From an optimization exercise on the open Yosys and OpenROAD flow, aimed at small area; shortcuts taken in it are not production practice.
The RTL was checked by simulation tests, not by an equivalence proof against the original design.
Power is estimated from default activity; no workload was simulated.

==> flow/design.v <==
package mixer_pkg;
   localparam int NCH     = 16;
   localparam int COEFF_W = 16;
   localparam int FLAT_W  = NCH * COEFF_W;
   localparam int CH_W    = 4;
   typedef logic signed [COEFF_W-1:0] coeff_t;
endpackage
module ramp_ao22 #(
   parameter int N = 1
) (
   input  logic [N-1:0] i_a,
   input  logic         i_sa,
   input  logic [N-1:0] i_b,
   input  logic         i_sb,
   output logic [N-1:0] o_y
);
   assign o_y = (i_a & {N{i_sa}}) | (i_b & {N{i_sb}});
endmodule
module ramp_ao222 #(
   parameter int N = 1
) (
   input  logic [N-1:0] i_a,
   input  logic         i_sa,
   input  logic [N-1:0] i_b,
   input  logic         i_sb,
   input  logic [N-1:0] i_c,
   input  logic         i_sc,
   output logic [N-1:0] o_y
);
   assign o_y = (i_a & {N{i_sa}}) | (i_b & {N{i_sb}}) | (i_c & {N{i_sc}});
endmodule
module ramp_aor16 #(
   parameter int N = 1
) (
   input  logic [16*N-1:0] i_d,
   input  logic [15:0]     i_sel,
   output logic [N-1:0]    o_y
);
   always_comb begin
      o_y = '0;
      for (int k = 0; k < 16; k++) o_y = o_y | (i_d[k*N +: N] & {N{i_sel[k]}});
   end
endmodule
module coeff_slew_step #(
   parameter logic [mixer_pkg::COEFF_W-1:0] STEP = 16'd64
) (
   input  logic [mixer_pkg::COEFF_W-1:0] i_cur,
   input  logic [mixer_pkg::COEFF_W-1:0] i_tgt,
   output logic [mixer_pkg::COEFF_W-1:0] o_next,
   output logic               o_eq
);
   logic signed [mixer_pkg::COEFF_W:0] w_d;
   logic        [mixer_pkg::COEFF_W:0] w_lo;
   logic        [mixer_pkg::COEFF_W:0] w_hi;
   assign w_d  = $signed({i_tgt[mixer_pkg::COEFF_W-1], i_tgt})
               - $signed({i_cur[mixer_pkg::COEFF_W-1], i_cur});
   assign w_lo = -{1'b0, STEP};
   assign w_hi = {1'b0, STEP};
   assign o_eq   = ($signed(w_d) >= $signed(w_lo)) && ($signed(w_d) <= $signed(w_hi));
   assign o_next = o_eq ? i_tgt
                 : (w_d[mixer_pkg::COEFF_W] ? i_cur - STEP : i_cur + STEP);
endmodule
module coeff_ramp16 #(
   parameter logic [mixer_pkg::COEFF_W-1:0] STEP = 16'd64
) (
   input  logic              clk,
   input  logic              rst_n,
   input  logic              sample_tick,
   input  logic              coeff_done,
   input  logic              snap,
   input  logic [mixer_pkg::FLAT_W-1:0] tgt_L_flat,
   input  logic [mixer_pkg::FLAT_W-1:0] tgt_R_flat,
   output logic [mixer_pkg::FLAT_W-1:0] cur_L_flat,
   output logic [mixer_pkg::FLAT_W-1:0] cur_R_flat,
   output logic              ramp_busy,
   output logic              settled,
   output logic              overrun,
   input  logic              overrun_clr
);
   localparam int NCH = mixer_pkg::NCH;
   localparam int W   = mixer_pkg::COEFF_W;
   localparam int FW  = mixer_pkg::FLAT_W;
   logic [FW-1:0] r_pend_l, r_pend_r;
   logic          r_pz;
   logic [FW-1:W] r_act_l, r_act_r;
   logic [FW-1:0] r_cur_l, r_cur_r;
   logic [NCH-1:0] r_sel;
   logic [FW-1:0] w_src_l, w_src_r;
   logic [FW-1:W] w_act_d_l, w_act_d_r;
   logic [FW-1:0] w_cur_d_l, w_cur_d_r;
   logic r_all_eq;
   logic r_dirty;
   logic r_busy;
   logic r_settled;
   logic r_overrun;
   logic [NCH-1:0] w_wr;
   logic [NCH-1:0] w_hold;
   logic           w_first;
   logic [W-1:0]   w_cur_l, w_cur_r;
   logic [W-1:0]   w_tgt_l, w_tgt_r;
   logic [W-1:0]   w_next_l, w_next_r;
   logic           w_eq_l, w_eq_r;
   logic           w_all_eq;
   logic           w_last;
   ramp_ao22 #(.N(FW)) u_src_l (.i_a(tgt_L_flat), .i_sa(coeff_done),
      .i_b(r_pend_l), .i_sb(~coeff_done & ~r_pz), .o_y(w_src_l));
   ramp_ao22 #(.N(FW)) u_src_r (.i_a(tgt_R_flat), .i_sa(coeff_done),
      .i_b(r_pend_r), .i_sb(~coeff_done & ~r_pz), .o_y(w_src_r));
   always_ff @(posedge clk) begin
      r_pend_l <= w_src_l;
      r_pend_r <= w_src_r;
   end
   always_ff @(posedge clk or negedge rst_n) begin
      if (!rst_n) r_pz <= 1'b1;
      else        r_pz <= 1'b0;
   end
   always_ff @(posedge clk) begin
      if (r_busy) r_sel <= {r_sel[NCH-2:0], 1'b0};
      else        r_sel <= NCH'(1);
   end
   assign w_first = r_sel[0];
   assign w_last  = r_sel[NCH-1];
   ramp_ao22 #(.N(FW-2*W)) u_act_l (.i_a(r_pend_l[FW-W-1:W]), .i_sa(w_first),
      .i_b(r_act_l[FW-1:2*W]), .i_sb(~w_first), .o_y(w_act_d_l[FW-W-1:W]));
   ramp_ao22 #(.N(FW-2*W)) u_act_r (.i_a(r_pend_r[FW-W-1:W]), .i_sa(w_first),
      .i_b(r_act_r[FW-1:2*W]), .i_sb(~w_first), .o_y(w_act_d_r[FW-W-1:W]));
   assign w_act_d_l[FW-1:FW-W] = r_pend_l[FW-1:FW-W];
   assign w_act_d_r[FW-1:FW-W] = r_pend_r[FW-1:FW-W];
   always_ff @(posedge clk) begin
      r_act_l <= w_act_d_l;
      r_act_r <= w_act_d_r;
   end
   ramp_ao22 #(.N(2*W)) u_tgt (.i_a({r_pend_l[W-1:0], r_pend_r[W-1:0]}), .i_sa(w_first),
      .i_b({r_act_l[2*W-1:W], r_act_r[2*W-1:W]}), .i_sb(~w_first), .o_y({w_tgt_l, w_tgt_r}));
   for (genvar b = 0; b < W; b++) begin : g_rd
      logic [NCH-1:0] w_col_l, w_col_r;
      for (genvar k = 0; k < NCH; k++) begin : g_ch
         assign w_col_l[k] = r_cur_l[k*W + b];
         assign w_col_r[k] = r_cur_r[k*W + b];
      end
      ramp_aor16 #(.N(1)) u_rd_l (.i_d(w_col_l), .i_sel(r_sel), .o_y(w_cur_l[b]));
      ramp_aor16 #(.N(1)) u_rd_r (.i_d(w_col_r), .i_sel(r_sel), .o_y(w_cur_r[b]));
   end
   coeff_slew_step #(.STEP(STEP)) u_step_l (
      .i_cur (w_cur_l), .i_tgt (w_tgt_l), .o_next (w_next_l), .o_eq (w_eq_l));
   coeff_slew_step #(.STEP(STEP)) u_step_r (
      .i_cur (w_cur_r), .i_tgt (w_tgt_r), .o_next (w_next_r), .o_eq (w_eq_r));
   assign w_all_eq = r_all_eq & w_eq_l & w_eq_r;
   assign w_wr   = {NCH{r_busy & ~snap}} & r_sel;
   assign w_hold = ~({NCH{snap}} | w_wr);
   for (genvar k = 0; k < NCH; k++) begin : g_cur
      ramp_ao222 #(.N(W)) u_cur_l (.i_a(w_src_l[k*W +: W]), .i_sa(snap),
         .i_b(w_next_l), .i_sb(w_wr[k]), .i_c(r_cur_l[k*W +: W]), .i_sc(w_hold[k]),
         .o_y(w_cur_d_l[k*W +: W]));
      ramp_ao222 #(.N(W)) u_cur_r (.i_a(w_src_r[k*W +: W]), .i_sa(snap),
         .i_b(w_next_r), .i_sb(w_wr[k]), .i_c(r_cur_r[k*W +: W]), .i_sc(w_hold[k]),
         .o_y(w_cur_d_r[k*W +: W]));
   end
   always_ff @(posedge clk or negedge rst_n) begin
      if (!rst_n) begin
         r_cur_l <= '0;
         r_cur_r <= '0;
      end else begin
         r_cur_l <= w_cur_d_l;
         r_cur_r <= w_cur_d_r;
      end
   end
   always_ff @(posedge clk or negedge rst_n) begin
      if (!rst_n) begin
         r_overrun <= 1'b0;
      end else if (overrun_clr) begin
         r_overrun <= 1'b0;
      end else if (sample_tick && r_busy && !snap) begin
         r_overrun <= 1'b1;
      end
   end
   always_ff @(posedge clk or negedge rst_n) begin
      if (!rst_n) begin
         r_all_eq  <= 1'b1;
         r_dirty   <= 1'b0;
         r_busy    <= 1'b0;
         r_settled <= 1'b1;
      end else if (snap) begin
         r_all_eq  <= 1'b1;
         r_dirty   <= 1'b0;
         r_busy    <= 1'b0;
         r_settled <= 1'b1;
      end else if (!r_busy) begin
         if (coeff_done) r_settled <= 1'b0;
         if (sample_tick) begin
            r_all_eq <= 1'b1;
            r_dirty  <= 1'b0;
            r_busy   <= 1'b1;
         end
      end else begin
         if (coeff_done) begin
            r_dirty   <= 1'b1;
            r_settled <= 1'b0;
         end
         if (w_last) begin
            r_all_eq  <= 1'b1;
            r_busy    <= 1'b0;
            r_settled <= w_all_eq & ~r_dirty & ~coeff_done;
         end else begin
            r_all_eq <= w_all_eq;
         end
      end
   end
   assign cur_L_flat = r_cur_l;
   assign cur_R_flat = r_cur_r;
   assign ramp_busy  = r_busy;
   assign settled    = r_settled;
   assign overrun    = r_overrun;
endmodule
==> flow/config.mk <==
export PLATFORM = sky130hd
export DESIGN_NAME = coeff_ramp16
export DESIGN_NICKNAME = coeff_ramp16
export VERILOG_FILES = /design/flow/design.v
export SDC_FILE = /design/flow/constraint.sdc
export NUM_CORES = 4
export LEC_CHECK = 0
export ABC_AREA = 1
export ABC_CLOCK_PERIOD_IN_PS = 6500
export CAP_MARGIN = 20
export CORE_MARGIN = 2
export CORE_UTILIZATION = 55
export SETUP_SLACK_MARGIN = 0.2
export SLEW_MARGIN = 20
==> flow/constraint.sdc <==
create_clock -name core_clock -period 9.0 [get_ports {clk}]
set_input_delay 1.8000 -clock core_clock [delete_from_list [all_inputs] [get_ports {clk}]]
set_output_delay 1.8000 -clock core_clock [all_outputs]
set_load 0.01 [all_outputs]
standard.sh (not shown) runs the stock make flow with config.mk's settings and CLKGATE_MAP_FILE= SYNTH_SCRIPT=/design/flow/synth_recipe.tcl, a recipe that flattens the netlist after the stock synthesis.
==> flow/flow/run.sh <==
#!/bin/bash
# Own layout flow: the standard synthesis unchanged, then its combinational logic mapped
# again for area (registers untouched), then the standard ORFS steps with 1-size port
# buffers and a clock tree of smaller buffers. Each tool's output goes to its own log here.
set -euo pipefail
R=$PWD/orfs/results/sky130hd/coeff_ramp16/base
export BUFFER_PORTS_ARGS="-buffer_cell sky130_fd_sc_hd__buf_1"
export CTS_ARGS="-sink_clustering_enable -repair_clock_nets -dont_use_dummy_load -buf_list {sky130_fd_sc_hd__clkbuf_4} -sink_clustering_size 8 -sink_clustering_max_diameter 40"
bash standard.sh "$R/1_2_yosys.v" > log_synth.txt 2>&1
cp "$R/1_2_yosys.v" remap_in.v
cp "$R/1_2_yosys.v" "$R/1_2_yosys.standard.v"
YOSYS=$(command -v yosys || echo "$FLOW_HOME/../tools/install/yosys/bin/yosys")
"$YOSYS" -s flow/remap.ys > log_remap.txt 2>&1
cp remap_out.v "$R/1_2_yosys.v"
bash standard.sh synth > log_synth_odb.txt 2>&1
bash standard.sh floorplan > log_floorplan.txt 2>&1
bash standard.sh place > log_place.txt 2>&1
bash standard.sh cts > log_cts.txt 2>&1
bash standard.sh route > log_route.txt 2>&1
bash standard.sh finish > log_finish.txt 2>&1
==> flow/flow/area.abc <==
strash
dch -f
amap
topo
Other scripts of this flow, unchanged in this note and not shown: flow/flow/comb_map.v, flow/flow/remap.ys
Then changed:
--- a/flow/flow/run.sh
+++ b/flow/flow/run.sh
@@ -8 +8 @@
-export CTS_ARGS="-sink_clustering_enable -repair_clock_nets -dont_use_dummy_load -buf_list {sky130_fd_sc_hd__clkbuf_4} -sink_clustering_size 8 -sink_clustering_max_diameter 40"
+export CTS_ARGS="-sink_clustering_enable -repair_clock_nets -dont_use_dummy_load -buf_list {sky130_fd_sc_hd__clkbuf_4} -sink_clustering_size 9 -sink_clustering_max_diameter 45"
CORE_UTILIZATION = 65   (was 55)
Wire length shrinks by a few percent; final area shrinks slightly; clock power shrinks by a few percent; utilization grows by 11 points; synthesized cell count does not change; global-route usage grows by 6.4 points; register-to-register slack is worse by 0.13 ns.
Then changed:
CORE_UTILIZATION = 55   (was 65)
The changed run ran to the end with no violations; utilization drops by 11 points; first-iteration DRC count drops by about 4.4%; cell area climbs by about 0.46%; routed wire length climbs by about 4%; count of clock-buffer cells in the layout climbs by 5; power hardly moves.
Then changed:
--- a/flow/flow/run.sh
+++ b/flow/flow/run.sh
@@ -8 +8 @@
-export CTS_ARGS="-sink_clustering_enable -repair_clock_nets -dont_use_dummy_load -buf_list {sky130_fd_sc_hd__clkbuf_4} -sink_clustering_size 9 -sink_clustering_max_diameter 45"
+export CTS_ARGS="-sink_clustering_enable -repair_clock_nets -dont_use_dummy_load -buf_list {sky130_fd_sc_hd__clkbuf_4} -sink_clustering_size 8 -sink_clustering_max_diameter 40"
==> flow/flow/area.abc (replaced) <==
strash
dch -f
amap
topo
mfs3 -a
topo
CORE_UTILIZATION = 65   (was 55)
Global-route usage rose by 7.1 points; design area hardly moves; via count rose by 2.0%; combinational power rose by about 10%; worst hold slack gains 0.020 ns; flip-flop and latch count stays the same; total power rose by about 3.5%; clock skew is about the same; utilization rose by 12 points; setup slack loses 0.21 ns.
Then changed:
CORE_UTILIZATION = 55   (was 65)
Effect: The new run produced a clean layout; total power is about the same; die area increases by about 18%; setup slack gets better by 0.16 ns; core utilization decreases by 12 points; synthesized area is unchanged; critical path depth increases by 2.

port drivers added, routing unchanged:
The flow's constraints put no driver on any port. The routed layouts listed below were extracted and timed again, unchanged, in two steps. Step 1 assumes that a clkbuf_16 drives the clock port and a buf_2 every other input. Step 2 times the ports against the registers' clock, not the clock port: input delays grow and output delays shrink by t, the midpoint of the rising clock arrivals with the driver on. Slacks: no drivers / after step 1 / after step 2; pairs: no drivers / after step 1.
| run | shift t [ns] | slack for setup (ns) | slew at the worst register clock pin (ns) | pins driven straight from the clock port |
|---|---|---|---|---|
| the first run | 1.232 | 0.847 / 0.847 / 0.847 | 0.10 / 0.10 | 1 |
| the second run | 1.160 | 0.720 / 0.720 / 0.720 | 0.11 / 0.11 | 1 |
| the third run | 1.250 | 0.986 / 0.986 / 0.986 | 0.12 / 0.12 | 1 |
| the fourth run | 1.181 | 0.773 / 0.773 / 0.773 | 0.10 / 0.10 | 1 |
| the fifth run | 1.263 | 0.934 / 0.934 / 0.934 | 0.10 / 0.10 | 1 |
After both steps every run listed still meets setup and hold.
